This is an optimization exercise on Yosys and OpenROAD, whose aim is small area, a short achievable clock period and few clock cycles per item, not a production implementation.
Only simulation tests tie the RTL to the original design; equivalence was not proved.

===== flow/design.v =====
`default_nettype none
package macc_pkg;
  typedef logic signed [16-1:0] data_t;  
  typedef logic signed [(2*16 + 4)-1:0] acc_t;  
  typedef logic [4-1:0] len_t;  
  typedef logic [4-1:0] filt_t;  
endpackage
`default_nettype wire
`timescale 1ns/1ps
`default_nettype none
module psum_sequencer (
  input logic clk,
  input logic rst_n,
  input logic mac_begin,
  input logic acc_begin,
  input macc_pkg::len_t conv_len,
  input macc_pkg::filt_t filter_num,
  output logic issue_first,  
  output logic issue_last,  
  output logic issue_end,  
  output logic run_acc,  
  output logic mul_enable,
  output logic acc_enable,
  output macc_pkg::len_t cnt_a,
  output macc_pkg::filt_t cnt_b
);
  logic idle;
  logic start_mul;
  logic start_acc;
  logic a_last;  
  logic b_last;  
  macc_pkg::len_t a_inc;
  macc_pkg::filt_t b_inc;
  assign idle = ~mul_enable & ~acc_enable;
  assign start_mul = idle & mac_begin & ~acc_begin;
  assign start_acc = idle & acc_begin & ~mac_begin;
  assign a_inc = cnt_a + 1'b1;
  assign b_inc = cnt_b + 1'b1;
  assign a_last = (a_inc == (acc_enable ? filter_num : conv_len));
  assign b_last = (b_inc == filter_num);
  always_ff @(posedge clk or negedge rst_n) begin
    if (!rst_n) begin
      mul_enable <= 1'b0;
      acc_enable <= 1'b0;
    end else begin
      mul_enable <= start_mul | (mul_enable & ~(a_last & b_last));
      acc_enable <= start_acc | (acc_enable & ~a_last);
    end
  end
  always_ff @(posedge clk) begin
    if (start_mul | start_acc) begin
      run_acc <= start_acc;
    end
    if (start_mul | start_acc | (mul_enable & a_last)) begin
      cnt_a <= '0;
    end else begin
      cnt_a <= a_inc;
    end
    if (start_mul) begin
      cnt_b <= '0;
    end else if (mul_enable & a_last) begin
      cnt_b <= b_inc;
    end
  end
  assign issue_first = ~mul_enable | (cnt_a == '0);
  assign issue_last = acc_enable | (mul_enable & a_last);
  assign issue_end = (acc_enable | mul_enable) & a_last & (acc_enable | b_last);
endmodule
`default_nettype wire
`timescale 1ns/1ps
`default_nettype none
module operand_stage (
  input logic clk,
  input logic rst_n,
  input logic acc_enable,
  input logic issue_first,
  input logic issue_last,
  input logic issue_end,
  input macc_pkg::data_t weight_in,
  input macc_pkg::data_t ifmap_in,
  input macc_pkg::data_t external_psum,
  input macc_pkg::acc_t internal_psum,
  output logic op_keep_s,  
  output logic op_keep_c,
  output logic op_use_i,  
  output logic op_last,
  output logic op_end,
  output macc_pkg::data_t op_w,
  output logic [7:0] op_one,  
  output logic [7:0] op_two,
  output logic [7:0] op_neg,
  output macc_pkg::acc_t op_i
);
  logic [1:0] acc_pipe;
  logic [1:0] first_pipe;
  logic [2:0] last_pipe;
  logic [2:0] end_pipe;
  logic pad_acc;  
  macc_pkg::data_t x;
  logic [16:0] xe;  
  always_ff @(posedge clk or negedge rst_n) begin
    if (!rst_n) begin
      last_pipe <= '0;
      end_pipe <= '0;
    end else begin
      last_pipe <= {last_pipe[1:0], issue_last};
      end_pipe <= {end_pipe[1:0], issue_end};
    end
  end
  assign pad_acc = acc_pipe[1];
  assign op_last = last_pipe[2];
  assign op_end = end_pipe[2];
  assign x = pad_acc ? macc_pkg::data_t'(1) : ifmap_in;
  assign xe = {x, 1'b0};
  always_ff @(posedge clk) begin
    acc_pipe <= {acc_pipe[0], acc_enable};
    first_pipe <= {first_pipe[0], issue_first};
    op_keep_s <= ~first_pipe[1];
    op_keep_c <= ~first_pipe[1];
    op_use_i <= pad_acc;
    op_w <= pad_acc ? external_psum : weight_in;
    op_i <= internal_psum;
    for (int i = 0; i < 8; i++) begin
      op_one[i] <= xe[2*i+1] ^ xe[2*i];
      op_two[i] <= (xe[2*i+2] & ~xe[2*i+1] & ~xe[2*i]) | (~xe[2*i+2] & xe[2*i+1] & xe[2*i]);
      op_neg[i] <= xe[2*i+2];
    end
  end
endmodule
`default_nettype wire
`timescale 1ns/1ps
`default_nettype none
module macc_unit (
  input logic clk,
  input logic rst_n,
  input logic op_keep_s,
  input logic op_keep_c,
  input logic op_use_i,
  input logic op_last,
  input logic op_end,
  input logic run_acc,
  input macc_pkg::data_t op_w,
  input logic [7:0] op_one,
  input logic [7:0] op_two,
  input logic [7:0] op_neg,
  input macc_pkg::acc_t op_i,
  output macc_pkg::acc_t accum_out,
  output logic psum_store,
  output logic mac_finish,
  output logic acc_finish
);
  logic [(2*16 + 4)-1:0] s_q;  
  logic [(2*16 + 4)-1:0] c_q;
  logic [(2*16 + 4)-1:0] s_fb;
  logic [(2*16 + 4)-1:0] c_fb;
  logic [(2*16 + 4)-1:0] s_d;
  logic [(2*16 + 4)-1:0] c_d;
  logic sum_last;
  logic sum_end;
  assign s_fb = (s_q & {(2*16 + 4){op_keep_s}}) | (op_i & {(2*16 + 4){op_use_i}});
  assign c_fb = c_q & {(2*16 + 4){op_keep_c}};
  macc_tree u_tree (
    .w (op_w),
    .one (op_one),
    .two (op_two),
    .neg (op_neg),
    .sfb (s_fb),
    .cfb (c_fb),
    .s_o (s_d),
    .c_o (c_d)
  );
  always_ff @(posedge clk) begin
    s_q <= s_d;
    c_q <= c_d;
    accum_out <= s_q + c_q;
  end
  always_ff @(posedge clk or negedge rst_n) begin
    if (!rst_n) begin
      sum_last <= 1'b0;
      sum_end <= 1'b0;
      psum_store <= 1'b0;
      mac_finish <= 1'b0;
      acc_finish <= 1'b0;
    end else begin
      sum_last <= op_last;
      sum_end <= op_end;
      psum_store <= sum_last;
      mac_finish <= sum_end & ~run_acc;
      acc_finish <= sum_end & run_acc;
    end
  end
endmodule
module macc_tree (
  input  logic [15:0] w,
  input  logic [7:0] one,
  input  logic [7:0] two,
  input  logic [7:0] neg,
  input  logic [35:0] sfb,
  input  logic [35:0] cfb,
  output logic [35:0] s_o,
  output logic [35:0] c_o
);
  wire pp0_0 = ((one[0] & w[0]) | (two[0] & 1'b0)) ^ neg[0];
  wire pp0_1 = ((one[0] & w[1]) | (two[0] & w[0])) ^ neg[0];
  wire pp0_2 = ((one[0] & w[2]) | (two[0] & w[1])) ^ neg[0];
  wire pp0_3 = ((one[0] & w[3]) | (two[0] & w[2])) ^ neg[0];
  wire pp0_4 = ((one[0] & w[4]) | (two[0] & w[3])) ^ neg[0];
  wire pp0_5 = ((one[0] & w[5]) | (two[0] & w[4])) ^ neg[0];
  wire pp0_6 = ((one[0] & w[6]) | (two[0] & w[5])) ^ neg[0];
  wire pp0_7 = ((one[0] & w[7]) | (two[0] & w[6])) ^ neg[0];
  wire pp0_8 = ((one[0] & w[8]) | (two[0] & w[7])) ^ neg[0];
  wire pp0_9 = ((one[0] & w[9]) | (two[0] & w[8])) ^ neg[0];
  wire pp0_10 = ((one[0] & w[10]) | (two[0] & w[9])) ^ neg[0];
  wire pp0_11 = ((one[0] & w[11]) | (two[0] & w[10])) ^ neg[0];
  wire pp0_12 = ((one[0] & w[12]) | (two[0] & w[11])) ^ neg[0];
  wire pp0_13 = ((one[0] & w[13]) | (two[0] & w[12])) ^ neg[0];
  wire pp0_14 = ((one[0] & w[14]) | (two[0] & w[13])) ^ neg[0];
  wire pp0_15 = ((one[0] & w[15]) | (two[0] & w[14])) ^ neg[0];
  wire pp0_16 = ~(((one[0] & w[15]) | (two[0] & w[15])) ^ neg[0]);
  wire pp1_0 = ((one[1] & w[0]) | (two[1] & 1'b0)) ^ neg[1];
  wire pp1_1 = ((one[1] & w[1]) | (two[1] & w[0])) ^ neg[1];
  wire pp1_2 = ((one[1] & w[2]) | (two[1] & w[1])) ^ neg[1];
  wire pp1_3 = ((one[1] & w[3]) | (two[1] & w[2])) ^ neg[1];
  wire pp1_4 = ((one[1] & w[4]) | (two[1] & w[3])) ^ neg[1];
  wire pp1_5 = ((one[1] & w[5]) | (two[1] & w[4])) ^ neg[1];
  wire pp1_6 = ((one[1] & w[6]) | (two[1] & w[5])) ^ neg[1];
  wire pp1_7 = ((one[1] & w[7]) | (two[1] & w[6])) ^ neg[1];
  wire pp1_8 = ((one[1] & w[8]) | (two[1] & w[7])) ^ neg[1];
  wire pp1_9 = ((one[1] & w[9]) | (two[1] & w[8])) ^ neg[1];
  wire pp1_10 = ((one[1] & w[10]) | (two[1] & w[9])) ^ neg[1];
  wire pp1_11 = ((one[1] & w[11]) | (two[1] & w[10])) ^ neg[1];
  wire pp1_12 = ((one[1] & w[12]) | (two[1] & w[11])) ^ neg[1];
  wire pp1_13 = ((one[1] & w[13]) | (two[1] & w[12])) ^ neg[1];
  wire pp1_14 = ((one[1] & w[14]) | (two[1] & w[13])) ^ neg[1];
  wire pp1_15 = ((one[1] & w[15]) | (two[1] & w[14])) ^ neg[1];
  wire pp1_16 = ~(((one[1] & w[15]) | (two[1] & w[15])) ^ neg[1]);
  wire pp2_0 = ((one[2] & w[0]) | (two[2] & 1'b0)) ^ neg[2];
  wire pp2_1 = ((one[2] & w[1]) | (two[2] & w[0])) ^ neg[2];
  wire pp2_2 = ((one[2] & w[2]) | (two[2] & w[1])) ^ neg[2];
  wire pp2_3 = ((one[2] & w[3]) | (two[2] & w[2])) ^ neg[2];
  wire pp2_4 = ((one[2] & w[4]) | (two[2] & w[3])) ^ neg[2];
  wire pp2_5 = ((one[2] & w[5]) | (two[2] & w[4])) ^ neg[2];
  wire pp2_6 = ((one[2] & w[6]) | (two[2] & w[5])) ^ neg[2];
  wire pp2_7 = ((one[2] & w[7]) | (two[2] & w[6])) ^ neg[2];
  wire pp2_8 = ((one[2] & w[8]) | (two[2] & w[7])) ^ neg[2];
  wire pp2_9 = ((one[2] & w[9]) | (two[2] & w[8])) ^ neg[2];
  wire pp2_10 = ((one[2] & w[10]) | (two[2] & w[9])) ^ neg[2];
  wire pp2_11 = ((one[2] & w[11]) | (two[2] & w[10])) ^ neg[2];
  wire pp2_12 = ((one[2] & w[12]) | (two[2] & w[11])) ^ neg[2];
  wire pp2_13 = ((one[2] & w[13]) | (two[2] & w[12])) ^ neg[2];
  wire pp2_14 = ((one[2] & w[14]) | (two[2] & w[13])) ^ neg[2];
  wire pp2_15 = ((one[2] & w[15]) | (two[2] & w[14])) ^ neg[2];
  wire pp2_16 = ~(((one[2] & w[15]) | (two[2] & w[15])) ^ neg[2]);
  wire pp3_0 = ((one[3] & w[0]) | (two[3] & 1'b0)) ^ neg[3];
  wire pp3_1 = ((one[3] & w[1]) | (two[3] & w[0])) ^ neg[3];
  wire pp3_2 = ((one[3] & w[2]) | (two[3] & w[1])) ^ neg[3];
  wire pp3_3 = ((one[3] & w[3]) | (two[3] & w[2])) ^ neg[3];
  wire pp3_4 = ((one[3] & w[4]) | (two[3] & w[3])) ^ neg[3];
  wire pp3_5 = ((one[3] & w[5]) | (two[3] & w[4])) ^ neg[3];
  wire pp3_6 = ((one[3] & w[6]) | (two[3] & w[5])) ^ neg[3];
  wire pp3_7 = ((one[3] & w[7]) | (two[3] & w[6])) ^ neg[3];
  wire pp3_8 = ((one[3] & w[8]) | (two[3] & w[7])) ^ neg[3];
  wire pp3_9 = ((one[3] & w[9]) | (two[3] & w[8])) ^ neg[3];
  wire pp3_10 = ((one[3] & w[10]) | (two[3] & w[9])) ^ neg[3];
  wire pp3_11 = ((one[3] & w[11]) | (two[3] & w[10])) ^ neg[3];
  wire pp3_12 = ((one[3] & w[12]) | (two[3] & w[11])) ^ neg[3];
  wire pp3_13 = ((one[3] & w[13]) | (two[3] & w[12])) ^ neg[3];
  wire pp3_14 = ((one[3] & w[14]) | (two[3] & w[13])) ^ neg[3];
  wire pp3_15 = ((one[3] & w[15]) | (two[3] & w[14])) ^ neg[3];
  wire pp3_16 = ~(((one[3] & w[15]) | (two[3] & w[15])) ^ neg[3]);
  wire pp4_0 = ((one[4] & w[0]) | (two[4] & 1'b0)) ^ neg[4];
  wire pp4_1 = ((one[4] & w[1]) | (two[4] & w[0])) ^ neg[4];
  wire pp4_2 = ((one[4] & w[2]) | (two[4] & w[1])) ^ neg[4];
  wire pp4_3 = ((one[4] & w[3]) | (two[4] & w[2])) ^ neg[4];
  wire pp4_4 = ((one[4] & w[4]) | (two[4] & w[3])) ^ neg[4];
  wire pp4_5 = ((one[4] & w[5]) | (two[4] & w[4])) ^ neg[4];
  wire pp4_6 = ((one[4] & w[6]) | (two[4] & w[5])) ^ neg[4];
  wire pp4_7 = ((one[4] & w[7]) | (two[4] & w[6])) ^ neg[4];
  wire pp4_8 = ((one[4] & w[8]) | (two[4] & w[7])) ^ neg[4];
  wire pp4_9 = ((one[4] & w[9]) | (two[4] & w[8])) ^ neg[4];
  wire pp4_10 = ((one[4] & w[10]) | (two[4] & w[9])) ^ neg[4];
  wire pp4_11 = ((one[4] & w[11]) | (two[4] & w[10])) ^ neg[4];
  wire pp4_12 = ((one[4] & w[12]) | (two[4] & w[11])) ^ neg[4];
  wire pp4_13 = ((one[4] & w[13]) | (two[4] & w[12])) ^ neg[4];
  wire pp4_14 = ((one[4] & w[14]) | (two[4] & w[13])) ^ neg[4];
  wire pp4_15 = ((one[4] & w[15]) | (two[4] & w[14])) ^ neg[4];
  wire pp4_16 = ~(((one[4] & w[15]) | (two[4] & w[15])) ^ neg[4]);
  wire pp5_0 = ((one[5] & w[0]) | (two[5] & 1'b0)) ^ neg[5];
  wire pp5_1 = ((one[5] & w[1]) | (two[5] & w[0])) ^ neg[5];
  wire pp5_2 = ((one[5] & w[2]) | (two[5] & w[1])) ^ neg[5];
  wire pp5_3 = ((one[5] & w[3]) | (two[5] & w[2])) ^ neg[5];
  wire pp5_4 = ((one[5] & w[4]) | (two[5] & w[3])) ^ neg[5];
  wire pp5_5 = ((one[5] & w[5]) | (two[5] & w[4])) ^ neg[5];
  wire pp5_6 = ((one[5] & w[6]) | (two[5] & w[5])) ^ neg[5];
  wire pp5_7 = ((one[5] & w[7]) | (two[5] & w[6])) ^ neg[5];
  wire pp5_8 = ((one[5] & w[8]) | (two[5] & w[7])) ^ neg[5];
  wire pp5_9 = ((one[5] & w[9]) | (two[5] & w[8])) ^ neg[5];
  wire pp5_10 = ((one[5] & w[10]) | (two[5] & w[9])) ^ neg[5];
  wire pp5_11 = ((one[5] & w[11]) | (two[5] & w[10])) ^ neg[5];
  wire pp5_12 = ((one[5] & w[12]) | (two[5] & w[11])) ^ neg[5];
  wire pp5_13 = ((one[5] & w[13]) | (two[5] & w[12])) ^ neg[5];
  wire pp5_14 = ((one[5] & w[14]) | (two[5] & w[13])) ^ neg[5];
  wire pp5_15 = ((one[5] & w[15]) | (two[5] & w[14])) ^ neg[5];
  wire pp5_16 = ~(((one[5] & w[15]) | (two[5] & w[15])) ^ neg[5]);
  wire pp6_0 = ((one[6] & w[0]) | (two[6] & 1'b0)) ^ neg[6];
  wire pp6_1 = ((one[6] & w[1]) | (two[6] & w[0])) ^ neg[6];
  wire pp6_2 = ((one[6] & w[2]) | (two[6] & w[1])) ^ neg[6];
  wire pp6_3 = ((one[6] & w[3]) | (two[6] & w[2])) ^ neg[6];
  wire pp6_4 = ((one[6] & w[4]) | (two[6] & w[3])) ^ neg[6];
  wire pp6_5 = ((one[6] & w[5]) | (two[6] & w[4])) ^ neg[6];
  wire pp6_6 = ((one[6] & w[6]) | (two[6] & w[5])) ^ neg[6];
  wire pp6_7 = ((one[6] & w[7]) | (two[6] & w[6])) ^ neg[6];
  wire pp6_8 = ((one[6] & w[8]) | (two[6] & w[7])) ^ neg[6];
  wire pp6_9 = ((one[6] & w[9]) | (two[6] & w[8])) ^ neg[6];
  wire pp6_10 = ((one[6] & w[10]) | (two[6] & w[9])) ^ neg[6];
  wire pp6_11 = ((one[6] & w[11]) | (two[6] & w[10])) ^ neg[6];
  wire pp6_12 = ((one[6] & w[12]) | (two[6] & w[11])) ^ neg[6];
  wire pp6_13 = ((one[6] & w[13]) | (two[6] & w[12])) ^ neg[6];
  wire pp6_14 = ((one[6] & w[14]) | (two[6] & w[13])) ^ neg[6];
  wire pp6_15 = ((one[6] & w[15]) | (two[6] & w[14])) ^ neg[6];
  wire pp6_16 = ~(((one[6] & w[15]) | (two[6] & w[15])) ^ neg[6]);
  wire pp7_0 = ((one[7] & w[0]) | (two[7] & 1'b0)) ^ neg[7];
  wire pp7_1 = ((one[7] & w[1]) | (two[7] & w[0])) ^ neg[7];
  wire pp7_2 = ((one[7] & w[2]) | (two[7] & w[1])) ^ neg[7];
  wire pp7_3 = ((one[7] & w[3]) | (two[7] & w[2])) ^ neg[7];
  wire pp7_4 = ((one[7] & w[4]) | (two[7] & w[3])) ^ neg[7];
  wire pp7_5 = ((one[7] & w[5]) | (two[7] & w[4])) ^ neg[7];
  wire pp7_6 = ((one[7] & w[6]) | (two[7] & w[5])) ^ neg[7];
  wire pp7_7 = ((one[7] & w[7]) | (two[7] & w[6])) ^ neg[7];
  wire pp7_8 = ((one[7] & w[8]) | (two[7] & w[7])) ^ neg[7];
  wire pp7_9 = ((one[7] & w[9]) | (two[7] & w[8])) ^ neg[7];
  wire pp7_10 = ((one[7] & w[10]) | (two[7] & w[9])) ^ neg[7];
  wire pp7_11 = ((one[7] & w[11]) | (two[7] & w[10])) ^ neg[7];
  wire pp7_12 = ((one[7] & w[12]) | (two[7] & w[11])) ^ neg[7];
  wire pp7_13 = ((one[7] & w[13]) | (two[7] & w[12])) ^ neg[7];
  wire pp7_14 = ((one[7] & w[14]) | (two[7] & w[13])) ^ neg[7];
  wire pp7_15 = ((one[7] & w[15]) | (two[7] & w[14])) ^ neg[7];
  wire pp7_16 = ~(((one[7] & w[15]) | (two[7] & w[15])) ^ neg[7]);
  wire s1, s1c;
  assign s1 = neg[0] ^ sfb[0] ^ cfb[0];
  assign s1c = (neg[0] & sfb[0]) | (neg[0] & cfb[0]) | (sfb[0] & cfb[0]);
  wire s2, s2c;
  assign s2 = sfb[1] ^ cfb[1] ^ pp0_1;
  assign s2c = (sfb[1] & cfb[1]) | (sfb[1] & pp0_1) | (cfb[1] & pp0_1);
  wire s3, s3c;
  assign s3 = neg[1] ^ sfb[2] ^ cfb[2];
  assign s3c = (neg[1] & sfb[2]) | (neg[1] & cfb[2]) | (sfb[2] & cfb[2]);
  wire s4, s4c;
  assign s4 = pp0_2 ^ pp1_0 ^ s3;
  assign s4c = (pp0_2 & pp1_0) | (pp0_2 & s3) | (pp1_0 & s3);
  wire s5, s5c;
  assign s5 = sfb[3] ^ cfb[3] ^ pp0_3;
  assign s5c = (sfb[3] & cfb[3]) | (sfb[3] & pp0_3) | (cfb[3] & pp0_3);
  wire s6, s6c;
  assign s6 = pp1_1 ^ s3c ^ s5;
  assign s6c = (pp1_1 & s3c) | (pp1_1 & s5) | (s3c & s5);
  wire s7, s7c;
  assign s7 = neg[2] ^ sfb[4] ^ cfb[4];
  assign s7c = (neg[2] & sfb[4]) | (neg[2] & cfb[4]) | (sfb[4] & cfb[4]);
  wire s8, s8c;
  assign s8 = pp0_4 ^ pp1_2 ^ pp2_0;
  assign s8c = (pp0_4 & pp1_2) | (pp0_4 & pp2_0) | (pp1_2 & pp2_0);
  wire s9, s9c;
  assign s9 = s7 ^ s5c ^ s8;
  assign s9c = (s7 & s5c) | (s7 & s8) | (s5c & s8);
  wire s10, s10c;
  assign s10 = sfb[5] ^ cfb[5] ^ pp0_5;
  assign s10c = (sfb[5] & cfb[5]) | (sfb[5] & pp0_5) | (cfb[5] & pp0_5);
  wire s11, s11c;
  assign s11 = pp1_3 ^ pp2_1 ^ s7c;
  assign s11c = (pp1_3 & pp2_1) | (pp1_3 & s7c) | (pp2_1 & s7c);
  wire s12, s12c;
  assign s12 = s8c ^ s10 ^ s11;
  assign s12c = (s8c & s10) | (s8c & s11) | (s10 & s11);
  wire s13, s13c;
  assign s13 = neg[3] ^ sfb[6] ^ cfb[6];
  assign s13c = (neg[3] & sfb[6]) | (neg[3] & cfb[6]) | (sfb[6] & cfb[6]);
  wire s14, s14c;
  assign s14 = pp0_6 ^ pp1_4 ^ pp2_2;
  assign s14c = (pp0_6 & pp1_4) | (pp0_6 & pp2_2) | (pp1_4 & pp2_2);
  wire s15, s15c;
  assign s15 = pp3_0 ^ s13 ^ s10c;
  assign s15c = (pp3_0 & s13) | (pp3_0 & s10c) | (s13 & s10c);
  wire s16, s16c;
  assign s16 = s14 ^ s11c ^ s15;
  assign s16c = (s14 & s11c) | (s14 & s15) | (s11c & s15);
  wire s17, s17c;
  assign s17 = sfb[7] ^ cfb[7] ^ pp0_7;
  assign s17c = (sfb[7] & cfb[7]) | (sfb[7] & pp0_7) | (cfb[7] & pp0_7);
  wire s18, s18c;
  assign s18 = pp1_5 ^ pp2_3 ^ pp3_1;
  assign s18c = (pp1_5 & pp2_3) | (pp1_5 & pp3_1) | (pp2_3 & pp3_1);
  wire s19, s19c;
  assign s19 = s13c ^ s14c ^ s17;
  assign s19c = (s13c & s14c) | (s13c & s17) | (s14c & s17);
  wire s20, s20c;
  assign s20 = s18 ^ s15c ^ s19;
  assign s20c = (s18 & s15c) | (s18 & s19) | (s15c & s19);
  wire s21, s21c;
  assign s21 = neg[4] ^ sfb[8] ^ cfb[8];
  assign s21c = (neg[4] & sfb[8]) | (neg[4] & cfb[8]) | (sfb[8] & cfb[8]);
  wire s22, s22c;
  assign s22 = pp0_8 ^ pp1_6 ^ pp2_4;
  assign s22c = (pp0_8 & pp1_6) | (pp0_8 & pp2_4) | (pp1_6 & pp2_4);
  wire s23, s23c;
  assign s23 = pp3_2 ^ pp4_0 ^ s21;
  assign s23c = (pp3_2 & pp4_0) | (pp3_2 & s21) | (pp4_0 & s21);
  wire s24, s24c;
  assign s24 = s17c ^ s18c ^ s22;
  assign s24c = (s17c & s18c) | (s17c & s22) | (s18c & s22);
  wire s25, s25c;
  assign s25 = s23 ^ s19c ^ s24;
  assign s25c = (s23 & s19c) | (s23 & s24) | (s19c & s24);
  wire s26, s26c;
  assign s26 = sfb[9] ^ cfb[9] ^ pp0_9;
  assign s26c = (sfb[9] & cfb[9]) | (sfb[9] & pp0_9) | (cfb[9] & pp0_9);
  wire s27, s27c;
  assign s27 = pp1_7 ^ pp2_5 ^ pp3_3;
  assign s27c = (pp1_7 & pp2_5) | (pp1_7 & pp3_3) | (pp2_5 & pp3_3);
  wire s28, s28c;
  assign s28 = pp4_1 ^ s21c ^ s22c;
  assign s28c = (pp4_1 & s21c) | (pp4_1 & s22c) | (s21c & s22c);
  wire s29, s29c;
  assign s29 = s26 ^ s27 ^ s23c;
  assign s29c = (s26 & s27) | (s26 & s23c) | (s27 & s23c);
  wire s30, s30c;
  assign s30 = s24c ^ s28 ^ s29;
  assign s30c = (s24c & s28) | (s24c & s29) | (s28 & s29);
  wire s31, s31c;
  assign s31 = neg[5] ^ sfb[10] ^ cfb[10];
  assign s31c = (neg[5] & sfb[10]) | (neg[5] & cfb[10]) | (sfb[10] & cfb[10]);
  wire s32, s32c;
  assign s32 = pp0_10 ^ pp1_8 ^ pp2_6;
  assign s32c = (pp0_10 & pp1_8) | (pp0_10 & pp2_6) | (pp1_8 & pp2_6);
  wire s33, s33c;
  assign s33 = pp3_4 ^ pp4_2 ^ pp5_0;
  assign s33c = (pp3_4 & pp4_2) | (pp3_4 & pp5_0) | (pp4_2 & pp5_0);
  wire s34, s34c;
  assign s34 = s31 ^ s26c ^ s27c;
  assign s34c = (s31 & s26c) | (s31 & s27c) | (s26c & s27c);
  wire s35, s35c;
  assign s35 = s32 ^ s33 ^ s28c;
  assign s35c = (s32 & s33) | (s32 & s28c) | (s33 & s28c);
  wire s36, s36c;
  assign s36 = s34 ^ s29c ^ s35;
  assign s36c = (s34 & s29c) | (s34 & s35) | (s29c & s35);
  wire s37, s37c;
  assign s37 = sfb[11] ^ cfb[11] ^ pp0_11;
  assign s37c = (sfb[11] & cfb[11]) | (sfb[11] & pp0_11) | (cfb[11] & pp0_11);
  wire s38, s38c;
  assign s38 = pp1_9 ^ pp2_7 ^ pp3_5;
  assign s38c = (pp1_9 & pp2_7) | (pp1_9 & pp3_5) | (pp2_7 & pp3_5);
  wire s39, s39c;
  assign s39 = pp4_3 ^ pp5_1 ^ s31c;
  assign s39c = (pp4_3 & pp5_1) | (pp4_3 & s31c) | (pp5_1 & s31c);
  wire s40, s40c;
  assign s40 = s32c ^ s33c ^ s37;
  assign s40c = (s32c & s33c) | (s32c & s37) | (s33c & s37);
  wire s41, s41c;
  assign s41 = s38 ^ s39 ^ s34c;
  assign s41c = (s38 & s39) | (s38 & s34c) | (s39 & s34c);
  wire s42, s42c;
  assign s42 = s40 ^ s35c ^ s41;
  assign s42c = (s40 & s35c) | (s40 & s41) | (s35c & s41);
  wire s43, s43c;
  assign s43 = neg[6] ^ sfb[12] ^ cfb[12];
  assign s43c = (neg[6] & sfb[12]) | (neg[6] & cfb[12]) | (sfb[12] & cfb[12]);
  wire s44, s44c;
  assign s44 = pp0_12 ^ pp1_10 ^ pp2_8;
  assign s44c = (pp0_12 & pp1_10) | (pp0_12 & pp2_8) | (pp1_10 & pp2_8);
  wire s45, s45c;
  assign s45 = pp3_6 ^ pp4_4 ^ pp5_2;
  assign s45c = (pp3_6 & pp4_4) | (pp3_6 & pp5_2) | (pp4_4 & pp5_2);
  wire s46, s46c;
  assign s46 = pp6_0 ^ s43 ^ s37c;
  assign s46c = (pp6_0 & s43) | (pp6_0 & s37c) | (s43 & s37c);
  wire s47, s47c;
  assign s47 = s38c ^ s44 ^ s45;
  assign s47c = (s38c & s44) | (s38c & s45) | (s44 & s45);
  wire s48, s48c;
  assign s48 = s39c ^ s40c ^ s46;
  assign s48c = (s39c & s40c) | (s39c & s46) | (s40c & s46);
  wire s49, s49c;
  assign s49 = s47 ^ s41c ^ s48;
  assign s49c = (s47 & s41c) | (s47 & s48) | (s41c & s48);
  wire s50, s50c;
  assign s50 = sfb[13] ^ cfb[13] ^ pp0_13;
  assign s50c = (sfb[13] & cfb[13]) | (sfb[13] & pp0_13) | (cfb[13] & pp0_13);
  wire s51, s51c;
  assign s51 = pp1_11 ^ pp2_9 ^ pp3_7;
  assign s51c = (pp1_11 & pp2_9) | (pp1_11 & pp3_7) | (pp2_9 & pp3_7);
  wire s52, s52c;
  assign s52 = pp4_5 ^ pp5_3 ^ pp6_1;
  assign s52c = (pp4_5 & pp5_3) | (pp4_5 & pp6_1) | (pp5_3 & pp6_1);
  wire s53, s53c;
  assign s53 = s43c ^ s44c ^ s45c;
  assign s53c = (s43c & s44c) | (s43c & s45c) | (s44c & s45c);
  wire s54, s54c;
  assign s54 = s50 ^ s51 ^ s52;
  assign s54c = (s50 & s51) | (s50 & s52) | (s51 & s52);
  wire s55, s55c;
  assign s55 = s46c ^ s47c ^ s53;
  assign s55c = (s46c & s47c) | (s46c & s53) | (s47c & s53);
  wire s56, s56c;
  assign s56 = s54 ^ s48c ^ s55;
  assign s56c = (s54 & s48c) | (s54 & s55) | (s48c & s55);
  wire s57, s57c;
  assign s57 = neg[7] ^ sfb[14] ^ cfb[14];
  assign s57c = (neg[7] & sfb[14]) | (neg[7] & cfb[14]) | (sfb[14] & cfb[14]);
  wire s58, s58c;
  assign s58 = pp0_14 ^ pp1_12 ^ pp2_10;
  assign s58c = (pp0_14 & pp1_12) | (pp0_14 & pp2_10) | (pp1_12 & pp2_10);
  wire s59, s59c;
  assign s59 = pp3_8 ^ pp4_6 ^ pp5_4;
  assign s59c = (pp3_8 & pp4_6) | (pp3_8 & pp5_4) | (pp4_6 & pp5_4);
  wire s60, s60c;
  assign s60 = pp6_2 ^ pp7_0 ^ s57;
  assign s60c = (pp6_2 & pp7_0) | (pp6_2 & s57) | (pp7_0 & s57);
  wire s61, s61c;
  assign s61 = s50c ^ s51c ^ s52c;
  assign s61c = (s50c & s51c) | (s50c & s52c) | (s51c & s52c);
  wire s62, s62c;
  assign s62 = s58 ^ s59 ^ s60;
  assign s62c = (s58 & s59) | (s58 & s60) | (s59 & s60);
  wire s63, s63c;
  assign s63 = s53c ^ s54c ^ s61;
  assign s63c = (s53c & s54c) | (s53c & s61) | (s54c & s61);
  wire s64, s64c;
  assign s64 = s62 ^ s55c ^ s63;
  assign s64c = (s62 & s55c) | (s62 & s63) | (s55c & s63);
  wire s65, s65c;
  assign s65 = sfb[15] ^ cfb[15] ^ pp0_15;
  assign s65c = (sfb[15] & cfb[15]) | (sfb[15] & pp0_15) | (cfb[15] & pp0_15);
  wire s66, s66c;
  assign s66 = pp1_13 ^ pp2_11 ^ pp3_9;
  assign s66c = (pp1_13 & pp2_11) | (pp1_13 & pp3_9) | (pp2_11 & pp3_9);
  wire s67, s67c;
  assign s67 = pp4_7 ^ pp5_5 ^ pp6_3;
  assign s67c = (pp4_7 & pp5_5) | (pp4_7 & pp6_3) | (pp5_5 & pp6_3);
  wire s68, s68c;
  assign s68 = pp7_1 ^ s57c ^ s58c;
  assign s68c = (pp7_1 & s57c) | (pp7_1 & s58c) | (s57c & s58c);
  wire s69, s69c;
  assign s69 = s59c ^ s65 ^ s66;
  assign s69c = (s59c & s65) | (s59c & s66) | (s65 & s66);
  wire s70, s70c;
  assign s70 = s67 ^ s60c ^ s61c;
  assign s70c = (s67 & s60c) | (s67 & s61c) | (s60c & s61c);
  wire s71, s71c;
  assign s71 = s68 ^ s69 ^ s62c;
  assign s71c = (s68 & s69) | (s68 & s62c) | (s69 & s62c);
  wire s72, s72c;
  assign s72 = s63c ^ s70 ^ s71;
  assign s72c = (s63c & s70) | (s63c & s71) | (s70 & s71);
  wire s73, s73c;
  assign s73 = 1'b1 ^ sfb[16] ^ cfb[16];
  assign s73c = (1'b1 & sfb[16]) | (1'b1 & cfb[16]) | (sfb[16] & cfb[16]);
  wire s74, s74c;
  assign s74 = pp0_16 ^ pp1_14 ^ pp2_12;
  assign s74c = (pp0_16 & pp1_14) | (pp0_16 & pp2_12) | (pp1_14 & pp2_12);
  wire s75, s75c;
  assign s75 = pp3_10 ^ pp4_8 ^ pp5_6;
  assign s75c = (pp3_10 & pp4_8) | (pp3_10 & pp5_6) | (pp4_8 & pp5_6);
  wire s76, s76c;
  assign s76 = pp6_4 ^ pp7_2 ^ s73;
  assign s76c = (pp6_4 & pp7_2) | (pp6_4 & s73) | (pp7_2 & s73);
  wire s77, s77c;
  assign s77 = s65c ^ s66c ^ s67c;
  assign s77c = (s65c & s66c) | (s65c & s67c) | (s66c & s67c);
  wire s78, s78c;
  assign s78 = s74 ^ s75 ^ s76;
  assign s78c = (s74 & s75) | (s74 & s76) | (s75 & s76);
  wire s79, s79c;
  assign s79 = s68c ^ s69c ^ s77;
  assign s79c = (s68c & s69c) | (s68c & s77) | (s69c & s77);
  wire s80, s80c;
  assign s80 = s78 ^ s70c ^ s79;
  assign s80c = (s78 & s70c) | (s78 & s79) | (s70c & s79);
  wire h81, h81c;
  assign h81 = s71c ^ s80;
  assign h81c = s71c & s80;
  wire s82, s82c;
  assign s82 = 1'b1 ^ sfb[17] ^ cfb[17];
  assign s82c = (1'b1 & sfb[17]) | (1'b1 & cfb[17]) | (sfb[17] & cfb[17]);
  wire s83, s83c;
  assign s83 = pp1_15 ^ pp2_13 ^ pp3_11;
  assign s83c = (pp1_15 & pp2_13) | (pp1_15 & pp3_11) | (pp2_13 & pp3_11);
  wire s84, s84c;
  assign s84 = pp4_9 ^ pp5_7 ^ pp6_5;
  assign s84c = (pp4_9 & pp5_7) | (pp4_9 & pp6_5) | (pp5_7 & pp6_5);
  wire s85, s85c;
  assign s85 = pp7_3 ^ s73c ^ s82;
  assign s85c = (pp7_3 & s73c) | (pp7_3 & s82) | (s73c & s82);
  wire s86, s86c;
  assign s86 = s74c ^ s75c ^ s83;
  assign s86c = (s74c & s75c) | (s74c & s83) | (s75c & s83);
  wire s87, s87c;
  assign s87 = s84 ^ s76c ^ s85;
  assign s87c = (s84 & s76c) | (s84 & s85) | (s76c & s85);
  wire s88, s88c;
  assign s88 = s77c ^ s86 ^ s78c;
  assign s88c = (s77c & s86) | (s77c & s78c) | (s86 & s78c);
  wire s89, s89c;
  assign s89 = s87 ^ s79c ^ s88;
  assign s89c = (s87 & s79c) | (s87 & s88) | (s79c & s88);
  wire h90, h90c;
  assign h90 = s80c ^ s89;
  assign h90c = s80c & s89;
  wire s91, s91c;
  assign s91 = sfb[18] ^ cfb[18] ^ pp1_16;
  assign s91c = (sfb[18] & cfb[18]) | (sfb[18] & pp1_16) | (cfb[18] & pp1_16);
  wire s92, s92c;
  assign s92 = pp2_14 ^ pp3_12 ^ pp4_10;
  assign s92c = (pp2_14 & pp3_12) | (pp2_14 & pp4_10) | (pp3_12 & pp4_10);
  wire s93, s93c;
  assign s93 = pp5_8 ^ pp6_6 ^ pp7_4;
  assign s93c = (pp5_8 & pp6_6) | (pp5_8 & pp7_4) | (pp6_6 & pp7_4);
  wire s94, s94c;
  assign s94 = s82c ^ s83c ^ s84c;
  assign s94c = (s82c & s83c) | (s82c & s84c) | (s83c & s84c);
  wire s95, s95c;
  assign s95 = s91 ^ s92 ^ s93;
  assign s95c = (s91 & s92) | (s91 & s93) | (s92 & s93);
  wire s96, s96c;
  assign s96 = s85c ^ s86c ^ s94;
  assign s96c = (s85c & s86c) | (s85c & s94) | (s86c & s94);
  wire s97, s97c;
  assign s97 = s95 ^ s87c ^ s96;
  assign s97c = (s95 & s87c) | (s95 & s96) | (s87c & s96);
  wire s98, s98c;
  assign s98 = s88c ^ s97 ^ s89c;
  assign s98c = (s88c & s97) | (s88c & s89c) | (s97 & s89c);
  wire s99, s99c;
  assign s99 = 1'b1 ^ sfb[19] ^ cfb[19];
  assign s99c = (1'b1 & sfb[19]) | (1'b1 & cfb[19]) | (sfb[19] & cfb[19]);
  wire s100, s100c;
  assign s100 = pp2_15 ^ pp3_13 ^ pp4_11;
  assign s100c = (pp2_15 & pp3_13) | (pp2_15 & pp4_11) | (pp3_13 & pp4_11);
  wire s101, s101c;
  assign s101 = pp5_9 ^ pp6_7 ^ pp7_5;
  assign s101c = (pp5_9 & pp6_7) | (pp5_9 & pp7_5) | (pp6_7 & pp7_5);
  wire s102, s102c;
  assign s102 = s99 ^ s91c ^ s92c;
  assign s102c = (s99 & s91c) | (s99 & s92c) | (s91c & s92c);
  wire s103, s103c;
  assign s103 = s93c ^ s100 ^ s101;
  assign s103c = (s93c & s100) | (s93c & s101) | (s100 & s101);
  wire s104, s104c;
  assign s104 = s94c ^ s95c ^ s102;
  assign s104c = (s94c & s95c) | (s94c & s102) | (s95c & s102);
  wire s105, s105c;
  assign s105 = s103 ^ s96c ^ s104;
  assign s105c = (s103 & s96c) | (s103 & s104) | (s96c & s104);
  wire h106, h106c;
  assign h106 = s97c ^ s105;
  assign h106c = s97c & s105;
  wire s107, s107c;
  assign s107 = sfb[20] ^ cfb[20] ^ pp2_16;
  assign s107c = (sfb[20] & cfb[20]) | (sfb[20] & pp2_16) | (cfb[20] & pp2_16);
  wire s108, s108c;
  assign s108 = pp3_14 ^ pp4_12 ^ pp5_10;
  assign s108c = (pp3_14 & pp4_12) | (pp3_14 & pp5_10) | (pp4_12 & pp5_10);
  wire s109, s109c;
  assign s109 = pp6_8 ^ pp7_6 ^ s99c;
  assign s109c = (pp6_8 & pp7_6) | (pp6_8 & s99c) | (pp7_6 & s99c);
  wire s110, s110c;
  assign s110 = s100c ^ s101c ^ s107;
  assign s110c = (s100c & s101c) | (s100c & s107) | (s101c & s107);
  wire s111, s111c;
  assign s111 = s108 ^ s109 ^ s102c;
  assign s111c = (s108 & s109) | (s108 & s102c) | (s109 & s102c);
  wire s112, s112c;
  assign s112 = s103c ^ s110 ^ s104c;
  assign s112c = (s103c & s110) | (s103c & s104c) | (s110 & s104c);
  wire s113, s113c;
  assign s113 = s111 ^ s105c ^ s112;
  assign s113c = (s111 & s105c) | (s111 & s112) | (s105c & s112);
  wire s114, s114c;
  assign s114 = 1'b1 ^ sfb[21] ^ cfb[21];
  assign s114c = (1'b1 & sfb[21]) | (1'b1 & cfb[21]) | (sfb[21] & cfb[21]);
  wire s115, s115c;
  assign s115 = pp3_15 ^ pp4_13 ^ pp5_11;
  assign s115c = (pp3_15 & pp4_13) | (pp3_15 & pp5_11) | (pp4_13 & pp5_11);
  wire s116, s116c;
  assign s116 = pp6_9 ^ pp7_7 ^ s114;
  assign s116c = (pp6_9 & pp7_7) | (pp6_9 & s114) | (pp7_7 & s114);
  wire s117, s117c;
  assign s117 = s107c ^ s108c ^ s115;
  assign s117c = (s107c & s108c) | (s107c & s115) | (s108c & s115);
  wire s118, s118c;
  assign s118 = s109c ^ s116 ^ s110c;
  assign s118c = (s109c & s116) | (s109c & s110c) | (s116 & s110c);
  wire s119, s119c;
  assign s119 = s117 ^ s111c ^ s118;
  assign s119c = (s117 & s111c) | (s117 & s118) | (s111c & s118);
  wire h120, h120c;
  assign h120 = s112c ^ s119;
  assign h120c = s112c & s119;
  wire s121, s121c;
  assign s121 = sfb[22] ^ cfb[22] ^ pp3_16;
  assign s121c = (sfb[22] & cfb[22]) | (sfb[22] & pp3_16) | (cfb[22] & pp3_16);
  wire s122, s122c;
  assign s122 = pp4_14 ^ pp5_12 ^ pp6_10;
  assign s122c = (pp4_14 & pp5_12) | (pp4_14 & pp6_10) | (pp5_12 & pp6_10);
  wire s123, s123c;
  assign s123 = pp7_8 ^ s114c ^ s115c;
  assign s123c = (pp7_8 & s114c) | (pp7_8 & s115c) | (s114c & s115c);
  wire s124, s124c;
  assign s124 = s121 ^ s122 ^ s116c;
  assign s124c = (s121 & s122) | (s121 & s116c) | (s122 & s116c);
  wire s125, s125c;
  assign s125 = s117c ^ s123 ^ s124;
  assign s125c = (s117c & s123) | (s117c & s124) | (s123 & s124);
  wire s126, s126c;
  assign s126 = s118c ^ s125 ^ s119c;
  assign s126c = (s118c & s125) | (s118c & s119c) | (s125 & s119c);
  wire s127, s127c;
  assign s127 = 1'b1 ^ sfb[23] ^ cfb[23];
  assign s127c = (1'b1 & sfb[23]) | (1'b1 & cfb[23]) | (sfb[23] & cfb[23]);
  wire s128, s128c;
  assign s128 = pp4_15 ^ pp5_13 ^ pp6_11;
  assign s128c = (pp4_15 & pp5_13) | (pp4_15 & pp6_11) | (pp5_13 & pp6_11);
  wire s129, s129c;
  assign s129 = pp7_9 ^ s127 ^ s121c;
  assign s129c = (pp7_9 & s127) | (pp7_9 & s121c) | (s127 & s121c);
  wire s130, s130c;
  assign s130 = s122c ^ s128 ^ s123c;
  assign s130c = (s122c & s128) | (s122c & s123c) | (s128 & s123c);
  wire s131, s131c;
  assign s131 = s129 ^ s124c ^ s130;
  assign s131c = (s129 & s124c) | (s129 & s130) | (s124c & s130);
  wire h132, h132c;
  assign h132 = s125c ^ s131;
  assign h132c = s125c & s131;
  wire s133, s133c;
  assign s133 = sfb[24] ^ cfb[24] ^ pp4_16;
  assign s133c = (sfb[24] & cfb[24]) | (sfb[24] & pp4_16) | (cfb[24] & pp4_16);
  wire s134, s134c;
  assign s134 = pp5_14 ^ pp6_12 ^ pp7_10;
  assign s134c = (pp5_14 & pp6_12) | (pp5_14 & pp7_10) | (pp6_12 & pp7_10);
  wire s135, s135c;
  assign s135 = s127c ^ s128c ^ s133;
  assign s135c = (s127c & s128c) | (s127c & s133) | (s128c & s133);
  wire s136, s136c;
  assign s136 = s134 ^ s129c ^ s135;
  assign s136c = (s134 & s129c) | (s134 & s135) | (s129c & s135);
  wire s137, s137c;
  assign s137 = s130c ^ s136 ^ s131c;
  assign s137c = (s130c & s136) | (s130c & s131c) | (s136 & s131c);
  wire s138, s138c;
  assign s138 = 1'b1 ^ sfb[25] ^ cfb[25];
  assign s138c = (1'b1 & sfb[25]) | (1'b1 & cfb[25]) | (sfb[25] & cfb[25]);
  wire s139, s139c;
  assign s139 = pp5_15 ^ pp6_13 ^ pp7_11;
  assign s139c = (pp5_15 & pp6_13) | (pp5_15 & pp7_11) | (pp6_13 & pp7_11);
  wire s140, s140c;
  assign s140 = s138 ^ s133c ^ s134c;
  assign s140c = (s138 & s133c) | (s138 & s134c) | (s133c & s134c);
  wire s141, s141c;
  assign s141 = s139 ^ s135c ^ s140;
  assign s141c = (s139 & s135c) | (s139 & s140) | (s135c & s140);
  wire h142, h142c;
  assign h142 = s136c ^ s141;
  assign h142c = s136c & s141;
  wire s143, s143c;
  assign s143 = sfb[26] ^ cfb[26] ^ pp5_16;
  assign s143c = (sfb[26] & cfb[26]) | (sfb[26] & pp5_16) | (cfb[26] & pp5_16);
  wire s144, s144c;
  assign s144 = pp6_14 ^ pp7_12 ^ s138c;
  assign s144c = (pp6_14 & pp7_12) | (pp6_14 & s138c) | (pp7_12 & s138c);
  wire s145, s145c;
  assign s145 = s139c ^ s143 ^ s144;
  assign s145c = (s139c & s143) | (s139c & s144) | (s143 & s144);
  wire s146, s146c;
  assign s146 = s140c ^ s145 ^ s141c;
  assign s146c = (s140c & s145) | (s140c & s141c) | (s145 & s141c);
  wire s147, s147c;
  assign s147 = 1'b1 ^ sfb[27] ^ cfb[27];
  assign s147c = (1'b1 & sfb[27]) | (1'b1 & cfb[27]) | (sfb[27] & cfb[27]);
  wire s148, s148c;
  assign s148 = pp6_15 ^ pp7_13 ^ s147;
  assign s148c = (pp6_15 & pp7_13) | (pp6_15 & s147) | (pp7_13 & s147);
  wire s149, s149c;
  assign s149 = s143c ^ s144c ^ s148;
  assign s149c = (s143c & s144c) | (s143c & s148) | (s144c & s148);
  wire h150, h150c;
  assign h150 = s145c ^ s149;
  assign h150c = s145c & s149;
  wire s151, s151c;
  assign s151 = sfb[28] ^ cfb[28] ^ pp6_16;
  assign s151c = (sfb[28] & cfb[28]) | (sfb[28] & pp6_16) | (cfb[28] & pp6_16);
  wire s152, s152c;
  assign s152 = pp7_14 ^ s147c ^ s151;
  assign s152c = (pp7_14 & s147c) | (pp7_14 & s151) | (s147c & s151);
  wire s153, s153c;
  assign s153 = s148c ^ s152 ^ s149c;
  assign s153c = (s148c & s152) | (s148c & s149c) | (s152 & s149c);
  wire s154, s154c;
  assign s154 = 1'b1 ^ sfb[29] ^ cfb[29];
  assign s154c = (1'b1 & sfb[29]) | (1'b1 & cfb[29]) | (sfb[29] & cfb[29]);
  wire s155, s155c;
  assign s155 = pp7_15 ^ s154 ^ s151c;
  assign s155c = (pp7_15 & s154) | (pp7_15 & s151c) | (s154 & s151c);
  wire h156, h156c;
  assign h156 = s152c ^ s155;
  assign h156c = s152c & s155;
  wire s157, s157c;
  assign s157 = sfb[30] ^ cfb[30] ^ pp7_16;
  assign s157c = (sfb[30] & cfb[30]) | (sfb[30] & pp7_16) | (cfb[30] & pp7_16);
  wire s158, s158c;
  assign s158 = s154c ^ s157 ^ s155c;
  assign s158c = (s154c & s157) | (s154c & s155c) | (s157 & s155c);
  wire s159, s159c;
  assign s159 = 1'b1 ^ sfb[31] ^ cfb[31];
  assign s159c = (1'b1 & sfb[31]) | (1'b1 & cfb[31]) | (sfb[31] & cfb[31]);
  wire h160, h160c;
  assign h160 = s159 ^ s157c;
  assign h160c = s159 & s157c;
  wire s161, s161c;
  assign s161 = 1'b1 ^ sfb[32] ^ cfb[32];
  assign s161c = (1'b1 & sfb[32]) | (1'b1 & cfb[32]) | (sfb[32] & cfb[32]);
  wire h162, h162c;
  assign h162 = s159c ^ s161;
  assign h162c = s159c & s161;
  wire s163, s163c;
  assign s163 = 1'b1 ^ sfb[33] ^ cfb[33];
  assign s163c = (1'b1 & sfb[33]) | (1'b1 & cfb[33]) | (sfb[33] & cfb[33]);
  wire h164, h164c;
  assign h164 = s161c ^ s163;
  assign h164c = s161c & s163;
  wire s165, s165c;
  assign s165 = 1'b1 ^ sfb[34] ^ cfb[34];
  assign s165c = (1'b1 & sfb[34]) | (1'b1 & cfb[34]) | (sfb[34] & cfb[34]);
  wire h166, h166c;
  assign h166 = s163c ^ s165;
  assign h166c = s163c & s165;
  wire s167, s167c;
  assign s167 = 1'b1 ^ sfb[35] ^ cfb[35];
  assign s167c = (1'b1 & sfb[35]) | (1'b1 & cfb[35]) | (sfb[35] & cfb[35]);
  wire h168, h168c;
  assign h168 = s165c ^ s167;
  assign h168c = s165c & s167;
  assign s_o[0] = pp0_0;
  assign c_o[0] = s1;
  assign s_o[1] = s1c;
  assign c_o[1] = s2;
  assign s_o[2] = s2c;
  assign c_o[2] = s4;
  assign s_o[3] = s4c;
  assign c_o[3] = s6;
  assign s_o[4] = s6c;
  assign c_o[4] = s9;
  assign s_o[5] = s9c;
  assign c_o[5] = s12;
  assign s_o[6] = s12c;
  assign c_o[6] = s16;
  assign s_o[7] = s16c;
  assign c_o[7] = s20;
  assign s_o[8] = s20c;
  assign c_o[8] = s25;
  assign s_o[9] = s25c;
  assign c_o[9] = s30;
  assign s_o[10] = s30c;
  assign c_o[10] = s36;
  assign s_o[11] = s36c;
  assign c_o[11] = s42;
  assign s_o[12] = s42c;
  assign c_o[12] = s49;
  assign s_o[13] = s49c;
  assign c_o[13] = s56;
  assign s_o[14] = s56c;
  assign c_o[14] = s64;
  assign s_o[15] = s64c;
  assign c_o[15] = s72;
  assign s_o[16] = s72c;
  assign c_o[16] = h81;
  assign s_o[17] = h81c;
  assign c_o[17] = h90;
  assign s_o[18] = h90c;
  assign c_o[18] = s98;
  assign s_o[19] = h106;
  assign c_o[19] = s98c;
  assign s_o[20] = h106c;
  assign c_o[20] = s113;
  assign s_o[21] = h120;
  assign c_o[21] = s113c;
  assign s_o[22] = h120c;
  assign c_o[22] = s126;
  assign s_o[23] = h132;
  assign c_o[23] = s126c;
  assign s_o[24] = h132c;
  assign c_o[24] = s137;
  assign s_o[25] = h142;
  assign c_o[25] = s137c;
  assign s_o[26] = h142c;
  assign c_o[26] = s146;
  assign s_o[27] = h150;
  assign c_o[27] = s146c;
  assign s_o[28] = h150c;
  assign c_o[28] = s153;
  assign s_o[29] = h156;
  assign c_o[29] = s153c;
  assign s_o[30] = h156c;
  assign c_o[30] = s158;
  assign s_o[31] = h160;
  assign c_o[31] = s158c;
  assign s_o[32] = h162;
  assign c_o[32] = h160c;
  assign s_o[33] = h162c;
  assign c_o[33] = h164;
  assign s_o[34] = h164c;
  assign c_o[34] = h166;
  assign s_o[35] = h166c;
  assign c_o[35] = h168;
endmodule
`default_nettype wire
`timescale 1ns/1ps
`default_nettype none
module macc_control_top (
  input logic clk,
  input logic rst_n,
  input logic mac_begin,
  input logic acc_begin,
  input macc_pkg::len_t conv_len,
  input macc_pkg::filt_t filter_num,
  input macc_pkg::data_t weight_in,
  input macc_pkg::data_t ifmap_in,
  input macc_pkg::data_t external_psum,
  input macc_pkg::acc_t internal_psum,
  output logic mul_enable,
  output logic acc_enable,
  output macc_pkg::len_t cnt_a,
  output macc_pkg::filt_t cnt_b,
  output macc_pkg::acc_t accum_out,
  output logic psum_store,
  output logic mac_finish,
  output logic acc_finish
);
  logic issue_first;
  logic issue_last;
  logic issue_end;
  logic run_acc;
  logic op_keep_s;
  logic op_keep_c;
  logic op_use_i;
  logic op_last;
  logic op_end;
  macc_pkg::data_t op_w;
  logic [7:0] op_one;
  logic [7:0] op_two;
  logic [7:0] op_neg;
  macc_pkg::acc_t op_i;
  psum_sequencer u_seq (
    .clk (clk),
    .rst_n (rst_n),
    .mac_begin (mac_begin),
    .acc_begin (acc_begin),
    .conv_len (conv_len),
    .filter_num (filter_num),
    .issue_first (issue_first),
    .issue_last (issue_last),
    .issue_end (issue_end),
    .run_acc (run_acc),
    .mul_enable (mul_enable),
    .acc_enable (acc_enable),
    .cnt_a (cnt_a),
    .cnt_b (cnt_b)
  );
  operand_stage u_ops (
    .clk (clk),
    .rst_n (rst_n),
    .acc_enable (acc_enable),
    .issue_first (issue_first),
    .issue_last (issue_last),
    .issue_end (issue_end),
    .weight_in (weight_in),
    .ifmap_in (ifmap_in),
    .external_psum (external_psum),
    .internal_psum (internal_psum),
    .op_keep_s (op_keep_s),
    .op_keep_c (op_keep_c),
    .op_use_i (op_use_i),
    .op_last (op_last),
    .op_end (op_end),
    .op_w (op_w),
    .op_one (op_one),
    .op_two (op_two),
    .op_neg (op_neg),
    .op_i (op_i)
  );
  macc_unit u_mac (
    .clk (clk),
    .rst_n (rst_n),
    .op_keep_s (op_keep_s),
    .op_keep_c (op_keep_c),
    .op_use_i (op_use_i),
    .op_last (op_last),
    .op_end (op_end),
    .run_acc (run_acc),
    .op_w (op_w),
    .op_one (op_one),
    .op_two (op_two),
    .op_neg (op_neg),
    .op_i (op_i),
    .accum_out (accum_out),
    .psum_store (psum_store),
    .mac_finish (mac_finish),
    .acc_finish (acc_finish)
  );
endmodule
`default_nettype wire

===== flow/constraint.sdc =====
create_clock -name core_clock -period 7.0 [get_ports {clk}]
set_input_delay 1.4000 -clock core_clock [delete_from_list [all_inputs] [get_ports {clk}]]
set_output_delay 1.4000 -clock core_clock [all_outputs]
set_load 0.01 [all_outputs]

===== flow/config.mk =====
export PLATFORM = sky130hd
export DESIGN_NAME = macc_control_top
export DESIGN_NICKNAME = macc_control_top
export VERILOG_FILES = /design/flow/design.v
export SDC_FILE = /design/flow/constraint.sdc
export NUM_CORES = 4
export LEC_CHECK = 0
export CAP_MARGIN = 20
export CORE_MARGIN = 2
export CORE_UTILIZATION = 40
export SETUP_SLACK_MARGIN = 4.0
export SLEW_MARGIN = 20

===== flow/run.sh =====
#!/bin/bash
# synth_recipe.tcl (not shown) runs the flow's synth.tcl, then flattens the netlist and writes it again
# the make line also repeats each setting of config.mk as NAME=value (left out here)
make -C /OpenROAD-flow-scripts/flow DESIGN_CONFIG=/design/flow/config.mk WORK_HOME=/design/flow/orfs CLKGATE_MAP_FILE= SYNTH_SCRIPT=/design/flow/synth_recipe.tcl finish

==> impl_metrics.tcl, run 1 <==
set metrics [dict create \
    area_growth_pct 31.9 \
    crit_fanout 16 \
    status "no timing/DRC/antenna violations" \
    fin_ws_ns 3.73 \
    core_um2 33500 \
    avgSynthCellArea_um2 10.2 \
    relSlewSlack_pct 33.7 \
    holdCritPathClass "flip-flop to flip-flop" \
    finalCritPeriodShare_pct 46.7 \
    multi_input_area_um2 8900 \
    finalSetupViolCount 0 \
    maxCapViolations 0 \
    avgRoutedWirePerCell_um 18.2 \
    start_util_pct 40.7 \
    dieArea_um2 35600 \
    drv_slew 0 \
    arrival_ns 3.68 \
    ys_seq_elements 212 \
    drt-total-wl_um 36400 \
    cts-htree-levels 1 \
    worstSetupEndpoint "u_mac.c_q[18]$_DFF_P_" \
    synth_ff_type "dfxtp_1" \
    nFillCells 2915 \
    drc 0 \
    place_ws_ns 3.22 \
    hpwl_um 24400 \
    fin_nets 1835 \
    ys_seq_area_share_pct 31.7 \
    async_flop_share_pct 6.13 \
    gp_congestion 0.893 \
    end_kind "flip-flop" \
    fin_crit_ns 3.27 \
    drive_above_1_share_pct 23.1 \
    die_h_um 189 \
    clock_latency_ns 0.55 \
    drtPass1Iterations 6 \
    grt_pass1_vias 10600 \
    crit_type "flip-flop to flip-flop" \
    num_io_pins 145 \
    cts_sinks 212 \
    grt_pass1_wl_um 56800 \
    timing.rr.end "u_mac.c_q[18]$_DFF_P_" \
    regArea_um2 4460 \
    rsz0062_at_grt "yes" \
    fp.dieW_um 189 \
    final.setup.tns_ns 0 \
    worst_pin_slew_ns 0.980 \
    r2r_setup_slack_ns 3.73 \
    final_cell_mix "dfxtp_1, clkdlybuf4s50_1, inv_1, xnor2_1, fa_1" \
    syn_area_um2 13600 \
    clock_path_buffers 3 \
    via_per_inst 5.17 \
    netlist_instances 1336 \
    cts_hold_buf 0 \
    fin_util_pct 53.6 \
    rows 67 \
    layout_commonest_cell "dfxtp_1" \
    clock_skew_ns 0.0184 \
    synth.net_count 1637 \
    synth-edff-count 1 \
    hold_violations 0 \
    cp-startpoint "u_ops.op_w[5]$_DFF_P_" \
    cts_buffers 25 \
    cts-root-buf "clkbuf_16" \
    grt_max_degree 51 \
    vias 10300 \
    diodes 0 \
    crit_path_start_kind "flip-flop" \
    ys_types 55 \
    antenna_left 0 \
    cts_tree "yes" \
    ys_warn_count 3 \
    regToRegStartpoint "u_ops.op_w[5]$_DFF_P_" \
    postPlaceCellArea_um2 15400 \
    required_ns 7.42 \
    grt.overflow.total 0 \
    r2r_cells 9 \
    path_clk_slew_ns 0.06 \
    io_buffer_count 144 \
    grt_usage_pct 20.2 \
    drt_iter0_markers 1005 \
    max_freq_mhz 306 \
    fin_area_um2 18000 \
    grt_antenna_before_repair 1 \
]
sequential cells by signal, indices dropped and copies added, names as in the netlist, 3 cells and up:
signal	flops
u_mac.s_q	36
u_mac.accum_out	36
u_seq.cnt_b	4
u_mac.c_q	36
u_ops.op_w	16
u_seq.cnt_a	4
u_ops.op_one	8
u_ops.last_pipe	3
u_ops.op_i	36
u_ops.op_neg	8
u_ops.op_two	8
u_ops.end_pipe	3
worst min path at each step:
stage	from	end	cells past startpoint
4_1_cts	u_ops.acc_pipe[0]$_DFF_P_	u_ops.acc_pipe[1]$_DFF_P_	0
6_report	u_ops.acc_pipe[0]$_DFF_P_	u_ops.acc_pipe[1]$_DFF_P_	0
3_3_place_gp	u_ops.first_pipe[0]$_DFF_P_	u_ops.first_pipe[1]$_DFF_P_	0
5_1_grt	u_ops.acc_pipe[0]$_DFF_P_	u_ops.acc_pipe[1]$_DFF_P_	0
3_5_place_dp	u_ops.first_pipe[0]$_DFF_P_	u_ops.first_pipe[1]$_DFF_P_	0
2_1_floorplan	u_ops.acc_pipe[0]$_DFF_P_	u_ops.acc_pipe[1]$_DFF_P_	0
final cells by class:
class,instances,share of cell area (%)
clock buffers,33,4.10
flip-flops and latches,212,24.8
well taps,448,3.12
repair buffers,263,13.9
clock inverters,13,1.09
inverters,163,3.54
multi-input cells,869,49.5
Yosys cell counts, drive strengths merged, types with 11 or more instances:
master / number / area share [%]
dfxtp: 198 / 29
inv: 161 / 4.4
a22oi: 144 / 7.9
fa: 143 / 21
xnor2: 137 / 8.8
clkbuf: 85 / 2.3
nand2: 64 / 1.8
ha: 62 / 5.7
xor2: 55 / 3.5
nor2: 47 / 1.3
a21oi: 39 / 1.4
o21ai: 30 / 1.1
a21o: 18 / 0.99
mux2: 16 / 1.3
nor2b: 14 / 0.64
and2: 13 / 0.60
dfrtp: 13 / 2.4
a22o: 11 / 0.71
metrics by stage:
stage | hold slack [ns] | cells
finish | 0.325 | 2001
global placement | 0.312 | 1846
floorplan | 0.310 | 1336
CTS | 0.329 | 1979
detailed placement | 0.312 | 1846
global route | 0.344 | 2001
critical path: stages (launching register included):
cell and delay [ns]:
dfxtp_4 0.51, a22oi_2 0.15, xnor2_1 0.16, fa_1 0.40, inv_2 0.09, fa_1 0.40, inv_1 0.07, fa_1 0.42
fa_1 0.52, fa_1 0.41
what timing repair did:
action / in CTS / in global routing
resized for setup: 149 / 88
setup endpoints to repair: 58 / 39
pin swaps: 31 / 43
setup buffers: 86 / 22
cloned: 1 / 0
hold endpoints to repair: 0 / 0
metal layers:
metal	routed length [um]	track usage, %	up-vias	part of all wire (%)
li1	-	-	4785	-
met1	15300	27.2	4944	42
met2	16100	31.4	487	44
met3	3610	5.64	123	9.9
met4	1390	6.58	0	3.8
met5	0	0	-	0
cell families (layout without fill, tap and decap cells):
| kind of cell | after synthesis | in the layout | synth area share, % |
|---|---|---|---|
| AO/OA/AOI/OAI | 276 | 276 | 14.5 |
| multiplexers | 21 | 21 | 1.69 |
| AND/OR/NAND/NOR | 175 | 175 | 6.08 |
| buffers and inverters | 255 | 472 | 7.03 |
| XOR/XNOR | 192 | 192 | 12.3 |
| flip-flops | 212 | 212 | 31.7 |
| adder cells (fa/ha/maj) | 205 | 205 | 26.7 |
Testbench counts, summed over its fixed seeds: cycles 24,347, items 22,427.
==> run 2, diff against run 1 <==
--- a/flow/config.mk
+++ b/flow/config.mk
@@ -8,5 +8,6 @@
 export CAP_MARGIN = 20
 export CORE_MARGIN = 2
 export CORE_UTILIZATION = 40
-export SETUP_SLACK_MARGIN = 4.0
+export CTS_BUF_LIST = sky130_fd_sc_hd__clkbuf_4
+export SETUP_SLACK_MARGIN = 3.5
 export SLEW_MARGIN = 20
==> run 2 against run 1 <==
Compared with the run above:
- area after synthesis did not move
- routed wire length shrank 11%
- final area down 9.2%
- register-to-register slack got worse by 0.10 ns
- first-iteration DRC count fell by 27%
- worst setup slack got worse by 0.10 ns
- clock-buffer cell count rose by 55
- non-clock buffer count shrank 106
- synthesized cell count stayed put
==> impl_metrics.tcl, run 2 <==
set metrics [dict create \
    status "no timing/DRC/antenna violations" \
    timing.hold.ws_ns 0.331 \
    final_cell_mix "dfxtp_1, inv_1, a22oi_1, clkdlybuf4s50_1, fa_1" \
    synth.net_count 1637 \
    worst_pin_slew_ns 0.701 \
    grt.overflow.total 0 \
    syn_area_um2 13600 \
    grt_antenna_before_repair 2 \
    crit_fanout 36 \
    ys_types 55 \
    grt_usage_pct 18.9 \
    final.setup.tns_ns 0 \
    area_growth_pct 19.7 \
    antenna_left 0 \
    fin_util_pct 48.7 \
    end_kind "flip-flop" \
    ys_seq_elements 212 \
    relSlewSlack_pct 53.2 \
    fp.dieW_um 189 \
    crit_type "flip-flop to flip-flop" \
    synth_ff_type "dfxtp_1" \
    start_util_pct 40.7 \
    avgSynthCellArea_um2 10.2 \
    dieArea_um2 35600 \
    layout_commonest_cell "dfxtp_1" \
    rsz0062_at_grt "yes" \
    max_freq_mhz 297 \
    synth_top_area_share_pct 29.1 \
    synth_top_cell_by_area "dfxtp_1" \
    synth-edff-count 1 \
    cts-htree-levels 2 \
    postPlaceCellArea_um2 15400 \
    rows 67 \
    path_clk_slew_ns 0.08 \
    grt_pass1_vias 10200 \
    met1_usage_pct 25.5 \
    required_ns 7.65 \
    place_inst 1845 \
    drt_iter0_markers 732 \
    async_flop_share_pct 6.13 \
    ys_warn_count 3 \
    synthTopCellsByArea "dfxtp_1, fa_1, xnor2_1" \
    num_io_pins 145 \
    drtPass1Iterations 6 \
    finalSetupViolCount 0 \
    hold_violations 0 \
    fin_crit_ns 3.37 \
    drt-total-wl_um 32400 \
    maxCapViolations 0 \
    io_buffer_count 144 \
    drv_slew 0 \
    finalCritPeriodShare_pct 48.2 \
    nFillCells 3162 \
    vias 9710 \
    cts-root-buf "clkbuf_4" \
    cts_buffers 59 \
    die_h_um 189 \
    netlist_instances 1336 \
    fin_nets 1763 \
    place_ws_ns 3.05 \
    hpwl_um 24300 \
    fin_ws_ns 3.63 \
    ys_seq_area_share_pct 31.7 \
    gp_congestion 0.876 \
    core_um2 33500 \
    clock_latency_ns 0.76 \
    drc 0 \
    yosys-top-cells-count "dfxtp_1, inv_1, a22oi_1, fa_1, xnor2_1" \
    crit_path_start_kind "flip-flop" \
    fin_area_um2 16300 \
    grt_max_degree 41 \
    final_cell_count_no_fill 1961 \
    grt_pass1_wl_um 53400 \
    via_per_inst 4.95 \
    arrival_ns 4.02 \
    avgRoutedWirePerCell_um 16.5 \
    holdCritPathClass "flip-flop to flip-flop" \
    cts_tree "yes" \
    clock_path_buffers 3 \
    busiest_layer "met2" \
    drive_above_1_share_pct 11.9 \
    synth.most_common_cell "dfxtp_1" \
    use_met3_pct 4.86 \
    cts_sinks 212 \
    clock_skew_ns 0.0667 \
    grt_util_met2_pct 29.4 \
]
## run 2: final timing paths
check	start	end	slack, ns	depth (start not counted)
setup / recovery	u_ops.op_use_i$_DFF_P_	u_mac.c_q[18]$_DFF_P_	3.63	11
hold / removal	u_ops.first_pipe[0]$_DFF_P_	u_ops.first_pipe[1]$_DFF_P_	0.33	0
setup reg to reg	u_ops.op_use_i$_DFF_P_	u_mac.c_q[18]$_DFF_P_	3.63	11
hold reg to reg	u_ops.first_pipe[0]$_DFF_P_	u_ops.first_pipe[1]$_DFF_P_	0.33	0
max in group asynchronous	rst_n	u_seq.acc_enable$_DFF_PN0_	5.58	1
min in group asynchronous	rst_n	u_mac.sum_last$_DFF_PN0_	1.02	1
## run 2: logic make-up after synthesis
| kind of cell | after synthesis | synth area share [%] |
|---|---|---|
| AO/OA/AOI/OAI | 276 | 14.5 |
| buffers and inverters | 255 | 7.03 |
| flip-flops | 212 | 31.7 |
| adder cells (fa/ha/maj) | 205 | 26.7 |
| XOR/XNOR | 192 | 12.3 |
| AND/OR/NAND/NOR | 175 | 6.08 |
| multiplexers | 21 | 1.69 |
## run 2: layout make-up
| class | instances | area, um2 | area share [%] |
|---|---|---|---|
| Inverter | 163 | 629 | 3.85 |
| Timing Repair Buffer | 157 | 1560 | 9.57 |
| Antenna cell | 1 | 2.50 | 0.0153 |
| Tap cell | 448 | 561 | 3.43 |
| Multi-Input combinational cell | 869 | 8390 | 51.3 |
| Clock buffer | 88 | 661 | 4.05 |
| Sequential cell | 212 | 4380 | 26.8 |
| Clock inverter | 23 | 148 | 0.904 |
## run 2: worst max-delay path, cell delays in order, from the launching register on
cell     delay [ns]
dfxtp_1        0.34
buf_8          0.29
a22oi_1        0.12
ha_1           0.33
fa_1           0.48
inv_1          0.05
fa_1           0.35
inv_1          0.07
fa_1           0.43
fa_1           0.37
inv_1          0.07
fa_1           0.39
## run 2: what timing repair did
action | in CTS | in global routing
setup buffers | 4 | 0
hold buffers | 0 | 0
resized for setup | 36 | 22
pin swaps | 0 | 2
endpoints found under the setup margin | 25 | 27
## run 2: per-layer routing
| metal | wire length, um | up-vias | part of all wire [%] |
|---|---|---|---|
| li1 | - | 4674 | - |
| met1 | 14800 | 4676 | 46 |
| met2 | 14400 | 308 | 44 |
| met3 | 2410 | 52 | 7.5 |
| met4 | 723 | 0 | 2.2 |
| met5 | 0 | - | 0 |

port drivers added, routing unchanged:
Ports are ideal in the flow. The routed layouts listed here were re-timed in OpenROAD.
Step 1: set_driving_cell puts a clkbuf_16 on clk and a buf_2 on each other input, an assumption about the parent block.
Step 2 times the ports against the registers' clock, not the clock port: input delays grow and output delays shrink by t, the midpoint of the rising clock arrivals with the driver on.
a / b / c = ideal ports / drivers / drivers and shift; a / b = the first two.
run | t (ns) | slack for setup (ns) | worst slew at a driven data input, ns | cell pins on the clock port's net
run 1 | 0.597 | 3.734 / 3.734 / 3.688 | 0.06 | 1
run 2 | 0.772 | 3.629 / 3.629 / 3.629 | 0.06 | 1
After both steps every run listed still meets setup and hold. The setup slack of run 1, which loses most, moves by 0.000 ns with the drivers and by -0.046 ns with both steps.
